What follows belongs to an exercise in optimizing a design on an open flow for a short achievable clock period and few clock cycles; a production flow would make more cautious choices. Function was not checked in any run shown here: the RTL went through the layout flow alone. No activity file was given, so power comes from the tool's default toggle rates.

`design/flow/design.v`:
```
`default_nettype none
package cpu_pkg;
    localparam int WORD_W = 32;
    localparam int REG_W  = 5;
    localparam int OP_W   = 5;
    typedef logic [WORD_W-1:0] word_t;     
    typedef logic [WORD_W-1:0] insn_t;
    typedef logic [REG_W-1:0]  reg_idx_t;
    typedef logic [OP_W-1:0]   opcode_t;
    typedef logic [OP_W-1:0]   alu_op_t;
    typedef enum logic [1:0] {FWD_RF, FWD_MEM, FWD_WB} fwd_sel_t;
    localparam opcode_t OP_RTYPE = 5'd0;
    localparam opcode_t OP_J     = 5'd1;
    localparam opcode_t OP_BNE   = 5'd2;
    localparam opcode_t OP_JAL   = 5'd3;
    localparam opcode_t OP_JR    = 5'd4;
    localparam opcode_t OP_ADDI  = 5'd5;
    localparam opcode_t OP_BLT   = 5'd6;
    localparam opcode_t OP_SW    = 5'd7;
    localparam opcode_t OP_LW    = 5'd8;
    localparam alu_op_t ALU_ADD = 5'd0;
    localparam alu_op_t ALU_SUB = 5'd1;
    localparam alu_op_t ALU_AND = 5'd2;
    localparam alu_op_t ALU_OR  = 5'd3;
    localparam alu_op_t ALU_SLL = 5'd4;
    localparam alu_op_t ALU_SRA = 5'd5;
    localparam int OPC_HI   = 31;
    localparam int OPC_LO   = 27;
    localparam int RD_HI    = 26;
    localparam int RD_LO    = 22;
    localparam int RS_HI    = 21;
    localparam int RS_LO    = 17;
    localparam int RT_HI    = 16;
    localparam int RT_LO    = 12;
    localparam int SHAMT_HI = 11;
    localparam int SHAMT_LO = 7;
    localparam int FUNC_HI  = 6;
    localparam int FUNC_LO  = 2;
    localparam int IMM_HI   = 16;    
    localparam int IMM_LO   = 0;
    localparam int TGT_HI   = 26;    
    localparam int TGT_LO   = 0;
    localparam reg_idx_t LINK_REG = 5'd31;    
    localparam insn_t    NOP_INSN = '0;       
endpackage
`default_nettype wire
`timescale 1ns/1ns
`default_nettype none
module processor (
    input  logic              clock,
    input  logic              rst_n,
    output cpu_pkg::word_t    address_imem,
    input  cpu_pkg::insn_t    q_imem,
    output cpu_pkg::word_t    address_dmem,
    output cpu_pkg::word_t    data,
    output logic              wren,
    input  cpu_pkg::word_t    q_dmem,
    output logic              ctrl_writeEnable,
    output cpu_pkg::reg_idx_t ctrl_writeReg,
    output cpu_pkg::reg_idx_t ctrl_readRegA,
    output cpu_pkg::reg_idx_t ctrl_readRegB,
    output cpu_pkg::word_t    data_writeReg,
    input  cpu_pkg::word_t    data_readRegA,
    input  cpu_pkg::word_t    data_readRegB
);
    logic [31:0] pc;
    logic [31:0] ras [4];
    logic [1:0]  ras_sp;             
    logic        x_valid;
    logic        x_rtype;
    logic [4:0]  x_func;
    logic [4:0]  x_shamt;
    logic        x_useimm;           
    logic        x_bne;
    logic        x_blt;
    logic        x_jal;
    logic        x_jr;
    logic        x_lw;
    logic        x_sw;
    logic        x_wr;               
    logic [4:0]  x_dest;
    logic [31:0] x_imm;
    logic [31:0] x_pc1;              
    logic        x_pred;             
    logic [31:0] x_alt;              
    logic [4:0]  ra_q;               
    logic [4:0]  rb_q;               
    logic        a_ml, a_m, a_w, a_rf;
    logic        b_ml, b_m, b_w, b_rf;
    logic        m_wr;
    logic        m_lw;
    logic        m_sw;
    logic [4:0]  m_dest;
    logic [31:0] m_res;
    logic [31:0] m_st;
    logic        w_wr;
    logic [4:0]  w_dest;
    logic [31:0] w_val;
    logic [31:0] pc1;
    logic [4:0]  f_op;
    logic [4:0]  f_rd, f_rs, f_rt;
    logic [31:0] f_imm;
    logic [31:0] f_tgt;
    logic [31:0] f_brt;
    logic        f_rtype, f_j, f_bne, f_jal, f_jr, f_addi, f_blt, f_sw, f_lw;
    logic        f_br;
    logic        f_pred;
    logic        f_wr_any;
    logic [4:0]  f_dest;
    logic        f_wr;
    logic [4:0]  f_ra, f_rb;
    logic [31:0] f_npc;
    logic [31:0] ras_top;
    assign address_imem = pc;
    assign pc1   = pc + 32'd1;
    assign f_op  = q_imem[31:27];
    assign f_rd  = q_imem[26:22];
    assign f_rs  = q_imem[21:17];
    assign f_rt  = q_imem[16:12];
    assign f_imm = {{15{q_imem[16]}}, q_imem[16:0]};
    assign f_tgt = {{5{q_imem[26]}}, q_imem[26:0]};
    assign f_brt = pc1 + f_imm;
    assign f_rtype = (f_op == 5'd0);
    assign f_j     = (f_op == 5'd1);
    assign f_bne   = (f_op == 5'd2);
    assign f_jal   = (f_op == 5'd3);
    assign f_jr    = (f_op == 5'd4);
    assign f_addi  = (f_op == 5'd5);
    assign f_blt   = (f_op == 5'd6);
    assign f_sw    = (f_op == 5'd7);
    assign f_lw    = (f_op == 5'd8);
    assign f_br    = f_bne | f_blt;
    assign f_pred  = f_br & q_imem[16];
    assign f_wr_any = f_rtype | f_addi | f_lw | f_jal;
    assign f_dest   = f_jal ? 5'd31 : f_rd;
    assign f_wr     = f_wr_any & (f_dest != 5'd0);
    assign f_ra = f_br ? f_rd : f_rs;
    assign f_rb = f_br ? f_rs : ((f_sw | f_jr) ? f_rd : f_rt);
    assign ras_top = ras[ras_sp];
    always_comb begin
        if (f_j | f_jal)      f_npc = f_tgt;
        else if (f_pred)      f_npc = f_brt;
        else if (f_jr)        f_npc = ras_top;
        else                  f_npc = pc1;
    end
    logic [31:0] opa, opb, alu_b;
    logic [31:0] sum, diff, res;
    logic        taken;
    logic        misp;
    logic [31:0] fix_pc;
    assign opa = ({32{a_rf}} & data_readRegA) | ({32{a_ml}} & q_dmem)
               | ({32{a_m}} & m_res) | ({32{a_w}} & w_val);
    assign opb = ({32{b_rf}} & data_readRegB) | ({32{b_ml}} & q_dmem)
               | ({32{b_m}} & m_res) | ({32{b_w}} & w_val);
    assign alu_b = x_useimm ? x_imm : opb;
    assign sum   = opa + alu_b;
    assign diff  = opa - opb;
    always_comb begin
        res = 32'd0;
        if (x_jal)            res = x_pc1;
        else if (x_useimm)    res = sum;
        else if (x_rtype) begin
            case (x_func)
                5'd0: res = sum;
                5'd1: res = diff;
                5'd2: res = opa & opb;
                5'd3: res = opa | opb;
                5'd4: res = opa << x_shamt;
                5'd5: res = $unsigned($signed(opa) >>> x_shamt);
                default: res = 32'd0;
            endcase
        end
    end
    assign taken = (x_bne & (opa != opb)) | (x_blt & ($signed(opa) < $signed(opb)));
    assign misp   = x_valid & (((x_bne | x_blt) & (taken != x_pred))
                               | (x_jr & (opb != x_alt)));
    assign fix_pc = x_jr ? opb : x_alt;
    assign address_dmem     = m_res;
    assign data             = m_st;
    assign wren             = m_sw;
    assign ctrl_writeEnable = w_wr;
    assign ctrl_writeReg    = w_dest;
    assign data_writeReg    = w_val;
    assign ctrl_readRegA    = ra_q;
    assign ctrl_readRegB    = rb_q;
    logic xw, mw;
    logic a_x, a_mm, b_x, b_mm;
    assign xw   = x_valid & x_wr;      
    assign mw   = m_wr;                
    assign a_x  = xw & (f_ra == x_dest);
    assign a_mm = mw & (f_ra == m_dest);
    assign b_x  = xw & (f_rb == x_dest);
    assign b_mm = mw & (f_rb == m_dest);
    always_ff @(posedge clock) begin
        if (!rst_n) begin
            pc      <= 32'd0;
            x_valid <= 1'b0;
            ras_sp  <= 2'd0;
            ras[0]  <= 32'd0;
            ras[1]  <= 32'd0;
            ras[2]  <= 32'd0;
            ras[3]  <= 32'd0;
        end else if (misp) begin
            pc      <= fix_pc;
            x_valid <= 1'b0;
        end else begin
            pc      <= f_npc;
            x_valid <= 1'b1;
            if (f_jal) begin
                ras[ras_sp + 2'd1] <= pc1;
                ras_sp             <= ras_sp + 2'd1;
            end else if (f_jr) begin
                ras_sp             <= ras_sp - 2'd1;
            end
        end
    end
    always_ff @(posedge clock) begin
        x_rtype  <= f_rtype;
        x_func   <= q_imem[6:2];
        x_shamt  <= q_imem[11:7];
        x_useimm <= f_addi | f_lw | f_sw;
        x_bne    <= f_bne;
        x_blt    <= f_blt;
        x_jal    <= f_jal;
        x_jr     <= f_jr;
        x_lw     <= f_lw;
        x_sw     <= f_sw;
        x_wr     <= f_wr;
        x_dest   <= f_dest;
        x_imm    <= f_imm;
        x_pc1    <= pc1;
        x_pred   <= f_pred;
        x_alt    <= f_jr ? ras_top : (f_pred ? pc1 : f_brt);
        ra_q     <= f_ra;
        rb_q     <= f_rb;
        a_ml     <= a_x & x_lw;
        a_m      <= a_x & ~x_lw;
        a_w      <= ~a_x & a_mm;
        a_rf     <= ~a_x & ~a_mm;
        b_ml     <= b_x & x_lw;
        b_m      <= b_x & ~x_lw;
        b_w      <= ~b_x & b_mm;
        b_rf     <= ~b_x & ~b_mm;
    end
    always_ff @(posedge clock) begin
        if (!rst_n) begin
            m_wr <= 1'b0;
            m_lw <= 1'b0;
            m_sw <= 1'b0;
            w_wr <= 1'b0;
        end else begin
            m_wr <= x_valid & x_wr;
            m_lw <= x_valid & x_lw;
            m_sw <= x_valid & x_sw;
            w_wr <= m_wr;
        end
    end
    always_ff @(posedge clock) begin
        m_dest <= x_dest;
        m_res  <= res;
        m_st   <= opb;
        w_dest <= m_dest;
        w_val  <= m_lw ? q_dmem : m_res;
    end
endmodule
`default_nettype wire
```
`design/flow/constraint.sdc`:
```
create_clock -name core_clock -period 6.5 [get_ports {clock}]
set_input_delay 1.3000 -clock core_clock [delete_from_list [all_inputs] [get_ports {clock}]]
set_output_delay 1.3000 -clock core_clock [all_outputs]
set_load 0.01 [all_outputs]
```
`design/flow/run.sh`:
```
#!/bin/bash
# synth_recipe.tcl (not shown) runs the flow's synth.tcl, then flattens the netlist and writes it again
# the make line also repeats each setting of config.mk as NAME=value (left out here)
make -C /OpenROAD-flow-scripts/flow DESIGN_CONFIG=/design/flow/config.mk WORK_HOME=/design/flow/orfs CLKGATE_MAP_FILE= SYNTH_SCRIPT=/design/flow/synth_recipe.tcl finish
```
`design/flow/config.mk`:
```
export PLATFORM = sky130hd
export DESIGN_NAME = processor
export DESIGN_NICKNAME = processor
export VERILOG_FILES = /design/flow/design.v
export SDC_FILE = /design/flow/constraint.sdc
export NUM_CORES = 4
export LEC_CHECK = 0
export CAP_MARGIN = 20
export CORE_MARGIN = 2
export CORE_UTILIZATION = 40
export SLEW_MARGIN = 20
```
==> results.sh, run 1 <==
export IMPL_status="timing/DRC/antenna clean"
export IMPL_drt_iter0_drc=2997
export IMPL_fin_nets=3532
export IMPL_multi_input_area_sq_um=16300
export IMPL_maxSlewViolCount=0
export IMPL_via_per_inst=6.07
export IMPL_cts_root_buffer="clkbuf_16"
export IMPL_fin_skew_ps=33.2
export IMPL_crit_path_frequent_cell="buf_4"
export IMPL_path_cells="clkdlybuf4s50_1, a22oi_1, nand2_1, ha_1, nor4b_1, nand4_1, or4_1, mux2i_1, and2_1, o41ai_4, buf_4, buf_4, nor2_1, a311oi_1"
export IMPL_cts_tree="done"
export IMPL_die_h_um=262
export IMPL_wl_mm=111
export IMPL_end_kind="flip-flop"
export IMPL_clk_pin_slew_worst_paths_ps=70
export IMPL_period_minus_slack_ps=5730
export IMPL_grt_pass1_wl_mm=163
export IMPL_synth_edf_count=128
export IMPL_rows=94
export IMPL_crit_required_ps=7000
export IMPL_ys_seq_area_frac=0.340
export IMPL_arrival_ps=6230
export IMPL_grt_start_max_net_pins=81
export IMPL_die_area_sq_um=68800
export IMPL_port_buffer_count=274
export IMPL_worst_slew_pin_slew_ps=1070
export IMPL_track_usage=0.313
export IMPL_layout_setup_ws_ps=772
export IMPL_grt_pass1_vias=24400
export IMPL_timing_final_crit_share=0.881
export IMPL_cts_resized_gates=0
export IMPL_vias=25100
export IMPL_grt_ovfl_total=0
export IMPL_place_inst=4058
export IMPL_instances_no_fill=4139
export IMPL_pre_cts_ws_ps=295
export IMPL_fin_setup_tns_ps=0
export IMPL_powerDensity_nw_per_um2=226
export IMPL_cap_viol_max_count=0
export IMPL_top_level_ports=275
export IMPL_critical_path_class="primary input to flip-flop"
export IMPL_synth_nets=3280
export IMPL_path_delay_family="simple AND/OR/NAND/NOR gates"
export IMPL_synth_seq_cells=389
export IMPL_startpoint_type="primary input"
export IMPL_maxSlewHeadroom=0.275
export IMPL_clk_latency_ps=620
export IMPL_clockBufferDepth=3
export IMPL_drive_gt1_frac=0.122
export IMPL_rsz0062_at_grt="false"
export IMPL_critPathMaxStageDelay_ps=960
export IMPL_antenna_found_initial=2
export IMPL_synth_distinct_cells=88
export IMPL_syn_to_final_growth_pct=20.8
export IMPL_seq_area_sq_um=9080
export IMPL_critical_path_peak_fanout=35
export IMPL_cts_sinks=389
export IMPL_firstDrtPassIters=6
export IMPL_place_congestion=1.01
export IMPL_cts_setup_buffers=0
export IMPL_syn_avg_cell_area_sq_um=8.93
export IMPL_syn_inst=2988
export IMPL_hold_path_class="flip-flop to flip-flop"
export IMPL_path_buf_inv=3
export IMPL_n_fill_cell=6228
export IMPL_syn_area_sq_um=26700
export IMPL_ys_warnings_count=1
export IMPL_async_reset_ff_frac=0
export IMPL_core_area_sq_um=65900
export IMPL_fp_dieW_um=262
export IMPL_avgRoutedWirePerCell_um=26.8
export IMPL_fmax_ghz=0.175
export IMPL_vdd_drop_max_v=0.000204
export IMPL_p_leak_uw=0.0126
export IMPL_start_util=0.405
export IMPL_cpMaxStageDelayCell="nor4b_1"
export IMPL_report_power_total_uw=7280
export IMPL_synth_ff_type="dfxtp_1"
export IMPL_htreeDepth=2
export IMPL_drt_antenna_violating_nets=0
export IMPL_hold_violations=0
export IMPL_postCtsHoldBufs=0
export IMPL_setup_viol=0
export IMPL_hold_ws_ps=390
export IMPL_drc=0
export IMPL_numCtsBuffers=44
export IMPL_hpwl_mm=87.9
==> area by class of cell <==
class / count / area share
diodes: 1 / 0.0000776
multi-input cells: 2252 / 0.506
flip-flops and latches: 389 / 0.282
inverters: 166 / 0.0193
clock inverters: 24 / 0.00915
well taps: 864 / 0.0335
clock buffers: 56 / 0.0371
repair buffers: 387 / 0.114
==> worst paths after layout <==
| path | to | depth (start not counted) | from | slack, ps |
|---|---|---|---|---|
| hold / removal | m_dest[3]$_DFF_P_ | 0 | x_dest[3]$_DFF_P_ | 390 |
| hold reg to reg | m_dest[3]$_DFF_P_ | 0 | x_dest[3]$_DFF_P_ | 390 |
| setup / recovery | pc[10]$_SDFF_PN0_ | 14 | q_dmem[28] | 770 |
| setup reg to reg | pc[10]$_SDFF_PN0_ | 14 | b_ml$_DFF_P_ | 940 |
==> power by group <==
group	leakage, uW	internal (uW)	switching [uW]
clock network	0.000720	1520	1100
registers	0.00348	2660	133
logic	0.00843	756	1100
==> kinds of logic (layout without fill, tap and decap cells) <==
kind of cell               after synthesis  after routing  share of synthesized area
adders and majority gates              162            162                     0.0768
muxes                                  190            190                      0.112
DFF                                    389            389                      0.340
and+or+nand+nor                        831            831                      0.141
xor gates and xnor gates               165            165                     0.0541
AOI/OAI and AO/OA                      904            904                      0.225
buffers and inverters                  347            633                     0.0511
other                                    0              1                          0
==> per-stage QoR <==
stage	utilization	cell area [sq um]
after floorplan	-	26700
after global placement	0.467	30800
after detailed placement	0.467	30800
after CTS	0.490	32300
after global routing	0.490	32300
final	0.490	32300
==> cells in the final DEF (no fill, tap or decap), types with 45 or more instances in the layout <==
master           Yosys  final
mux2_2              60     60
a21oi_1            230    230
ha_1               159    159
clkdlybuf4s50_1      0    274
o211ai_1            82     82
xnor2_1            116    116
xor2_1              49     49
edfxtp_1           128    128
clkbuf_16            0     45
o21ai_0            160    157
inv_1              163    162
a22oi_1            138    138
mux2i_1             48     48
mux4_2              82     82
nor2_1             319    318
dfxtp_1            261    253
nand2_1            259    258
buf_4                1    107
==> cells in the mapped netlist (all sizes together) (19+ instances only) <==
cell      n  area share
a22oi   138       0.039
a21oi   230       0.043
nand2   259       0.036
o21a     29      0.0082
inv     165       0.023
mux2     60       0.025
nand3    41      0.0079
edfxtp  128        0.14
a211oi   33      0.0097
nand4    25      0.0059
a221oi   19      0.0065
clkbuf  133       0.019
o21bai   20      0.0056
ha      159       0.075
dfxtp   261        0.20
xor2     49       0.016
mux2i    48       0.018
o211ai   82       0.023
a21o     32      0.0090
a31oi    23      0.0054
nor3     29      0.0054
nand2b   23      0.0054
buf      48      0.0091
o21ai   164       0.031
nor2    349       0.054
xnor2   116       0.038
mux4     82       0.069
==> worst register-to-register path: cells and delay by family, from the launching register on <==
kind	cells	cell delay, ps
AND/OR/NAND/NOR	6	2140
buffers and inverters	3	1090
flip-flops	1	940
AO/OA/AOI/OAI	3	760
adder cells (fa/ha/maj)	1	370
multiplexers	1	160
==> state kept, by name, summed over array words and instances (netlist names), 17 cells and up, named ones only <==
name	cells
m_res	32
m_st	32
pc	32
ras	128
w_val	32
x_alt	32
x_imm	17
x_pc1	32
==> routing by layer <==
metal / GRT usage / up-vias / routed length [um]
met5: 0 / - / 0
met4: 0.107 / 0 / 4040
met3: 0.0403 / 179 / 8220
met2: 0.489 / 1204 / 49500
met1: 0.446 / 12200 / 49300
li1: - / 11500 / -
==> run 2, diff against run 1 <==
--- a/design/flow/config.mk
+++ b/design/flow/config.mk
@@ -5,7 +5,9 @@
 export SDC_FILE = /design/flow/constraint.sdc
 export NUM_CORES = 4
 export LEC_CHECK = 0
+export ABC_CLOCK_PERIOD_IN_PS = 2500
 export CAP_MARGIN = 20
 export CORE_MARGIN = 2
 export CORE_UTILIZATION = 40
+export SETUP_SLACK_MARGIN = 3.0
 export SLEW_MARGIN = 20
==> run 2 against run 1 <==
Against the previous run: still clean on timing, DRC and antenna; synthesized cell count did not move; setup slack gained 790 ps; register-to-register slack improved by 790 ps; sequential share of layout area fell by 4.6 points; via count increased by 7.7%; largest power group unchanged; highest routed layer unchanged.
==> results.sh, run 2 <==
export IMPL_status="timing/DRC/antenna clean"
export IMPL_track_usage=0.335
export IMPL_setup_viol=0
export IMPL_drt_antenna_violating_nets=0
export IMPL_worst_slew_pin_slew_ps=1250
export IMPL_hold_depth=0
export IMPL_drc=0
export IMPL_p_leak_uw=0.0147
export IMPL_drive_gt1_frac=0.330
export IMPL_core_area_sq_um=65900
export IMPL_netlist_top_cells_count="nor2_1, dfxtp_1, nand2_1"
export IMPL_syn_area_sq_um=26700
export IMPL_final_common_cell="buf_4"
export IMPL_htreeDepth=2
export IMPL_critical_path_class="primary input to flip-flop"
export IMPL_largest_register="ras"
export IMPL_wl_mm=122
export IMPL_startpoint_type="primary input"
export IMPL_end_kind="flip-flop"
export IMPL_placed_area_sq_um=31000
export IMPL_stdcell_area_sq_um=38800
export IMPL_r2r_end="ras[3][0]$_DFFE_PP_"
export IMPL_syn_avg_cell_area_sq_um=8.93
export IMPL_die_area_sq_um=68800
export IMPL_syn_to_final_growth_pct=45.3
export IMPL_timing_final_crit_share=0.760
export IMPL_multi_input_area_sq_um=20100
export IMPL_drt_iter0_drc=2802
export IMPL_powerDensity_nw_per_um2=204
export IMPL_yosys_area_top_type="dfxtp_1"
export IMPL_arrival_ps=5240
export IMPL_diodes=0
export IMPL_crit_required_ps=6800
export IMPL_avgRoutedWirePerCell_um=28.0
export IMPL_fin_skew_ps=18.8
export IMPL_cts_sinks=389
export IMPL_fmax_ghz=0.202
export IMPL_yosysMostFrequentCell="nor2_1"
export IMPL_final_cell_mix="buf_4, dfxtp_1, clkdlybuf4s50_1"
export IMPL_critical_path_peak_fanout=16
export IMPL_cap_viol_max_count=0
export IMPL_port_buffer_count=274
export IMPL_via_per_inst=6.18
export IMPL_die_h_um=262
export IMPL_reg2reg_from="b_m$_DFF_P_"
export IMPL_rows=94
export IMPL_period_minus_slack_ps=4940
export IMPL_netlist_area_leader_share=0.196
export IMPL_fin_setup_tns_ps=0
export IMPL_largest_register_ffs=128
export IMPL_vias=27000
export IMPL_seq_area_sq_um=9130
export IMPL_n_fill_cell=5528
export IMPL_place_congestion=1.01
export IMPL_grt_start_max_net_pins=92
export IMPL_firstDrtPassIters=6
export IMPL_synth_seq_cells=389
export IMPL_maxSlewHeadroom=0.168
export IMPL_clockBufferDepth=3
export IMPL_synth_area_leaders="dfxtp_1, edfxtp_1, ha_1, mux4_2, nor2_1"
export IMPL_synth_edf_count=128
export IMPL_clk_latency_ps=600
export IMPL_fp_dieW_um=262
export IMPL_rsz0062_at_grt="true"
export IMPL_hold_end="m_dest[1]$_DFF_P_"
export IMPL_hold_path_class="flip-flop to flip-flop"
export IMPL_clk_pin_slew_worst_paths_ps=60
export IMPL_hold_violations=0
export IMPL_grt_pass1_vias=26200
export IMPL_ff2ff_setup_slack_ps=1730
export IMPL_vdd_drop_max_v=0.000210
export IMPL_maxSlewViolCount=0
export IMPL_ff2ff_path_depth=18
export IMPL_async_reset_ff_frac=0
export IMPL_worstHoldStart="x_dest[1]$_DFF_P_"
export IMPL_top_level_ports=275
export IMPL_cts_tree="done"
export IMPL_synth_ff_type="dfxtp_1"
export IMPL_hold_ws_ps=392
export IMPL_grt_ovfl_total=0
export IMPL_synth_nets=3280
export IMPL_ys_warnings_count=1
export IMPL_hpwl_mm=85.4
export IMPL_ys_seq_area_frac=0.340
export IMPL_fin_nets=3767
export IMPL_syn_inst=2988
export IMPL_cts_root_buffer="clkbuf_16"
export IMPL_numCtsBuffers=45
export IMPL_start_util=0.405
export IMPL_synth_distinct_cells=88
export IMPL_antenna_found_initial=1
export IMPL_grt_pass1_wl_mm=175
-- run 2: metrics by stage --
step	instances	power [uW]	setup slack [ps]	util
after floorplan	2988	3930	1030	-
after global routing	4374	8170	1530	0.589
after global placement	4038	4640	266	0.471
after CTS	4311	7720	1630	0.562
final	4374	7910	1560	0.589
after detailed placement	4038	4660	324	0.471
-- run 2: worst max-delay path by stage --
stage,startpoint,endpoint,slack [ps],cells past startpoint
floorplan,q_dmem[0],ras[1][0]$_SDFFCE_PN0P_,1030,16
global placement,q_dmem[28],pc[16]$_SDFF_PN0_,270,16
detailed placement,q_dmem[28],pc[16]$_SDFF_PN0_,320,16
CTS,q_dmem[0],ras[1][27]$_SDFFCE_PN0P_,1630,19
global route,q_dmem[23],ras[2][15]$_SDFFCE_PN0P_,1530,16
finish,data_readRegA[30],ras[3][0]$_DFFE_PP_,1560,15
-- run 2: routing by layer --
layer,GRT usage,routed length (um),vias to the layer above
li1,-,-,12000
met4,0.149,6450,0
met5,0,0,-
met2,0.526,55100,1518
met3,0.0456,10000,283
met1,0.461,50700,13300
-- run 2: cell families (layout without fill, tap and decap cells) --
kind of cell,after synthesis,after routing,share of synthesized area
compound gates,904,904,0.225
simple gates,831,831,0.141
flops,389,389,0.340
buf+inv,347,869,0.0511
mux,190,190,0.112
xor+xnor,165,165,0.0541
fa+ha+maj,162,162,0.0768
-- run 2: power by group --
group          switching, uW  internal, uW
logic                   1320          1050
clock network           1140          1590
registers                145          2670
total                   2610          5300
-- run 2: cell type report --
| cell class | count | area share |
|---|---|---|
| Inverter | 166 | 0.0166 |
| Tap cell | 864 | 0.0279 |
| Timing Repair Buffer | 621 | 0.163 |
| Sequential cell | 389 | 0.235 |
| Clock buffer | 51 | 0.0301 |
| Multi-Input combinational cell | 2252 | 0.517 |
| Clock inverter | 31 | 0.0104 |
-- run 2: timing repair --
action | in CTS | in global routing
gates cloned | 17 | 5
gates resized for setup | 654 | 277
setup endpoints to repair | 358 | 358
setup buffers | 174 | 58
pin swaps | 148 | 111
hold buffers | 0 | 0
-- run 2: critical path, cell delays in order --
cell and delay [ps]:
clkdlybuf4s50_1 410, a221o_1 410, ha_4 300, nor4b_4 200, buf_6 180, nand4_1 230
or4_4 530, mux2i_1 140, and2_4 150, o41ai_4 430, buf_4 220, nand2_8 60
buf_4 180, o21ai_4 240, buf_12 220

separate check: timing with driven ports:
The results above use ideal ports. As a check the final layouts listed here were re-extracted and re-timed, cells and wires unchanged.
Step 1 (the two cells are an assumption about what drives the block):
set clk [get_ports {clock}]
set_driving_cell -lib_cell sky130_fd_sc_hd__clkbuf_16 $clk
set_driving_cell -lib_cell sky130_fd_sc_hd__buf_2 [delete_from_list [all_inputs] $clk]
Step 2, shift: input delay + t, output delay - t, t = (earliest + latest rising clock arrival at the registers) / 2. This alone moves slack from input paths to output paths.
a / b / c = no drivers / after step 1 / after step 2; a / b = the first two.
run	t, ns	setup slack, ns	worst hold slack (ns)	latest minus earliest clock arrival (ns)	slew at the worst register clock pin (ns)
run 1	0.663	0.772 / 0.808 / 0.145	0.390 / 0.390 / 0.390	0.034 / 0.034	0.07 / 0.07
run 2	0.658	1.558 / 1.581 / 0.923	0.392 / 0.392 / 0.392	0.022 / 0.022	0.07 / 0.07
After both steps every run listed still meets setup and hold. The setup slack of run 2, which loses most, moves by +0.023 ns with the drivers and by -0.635 ns with both steps.
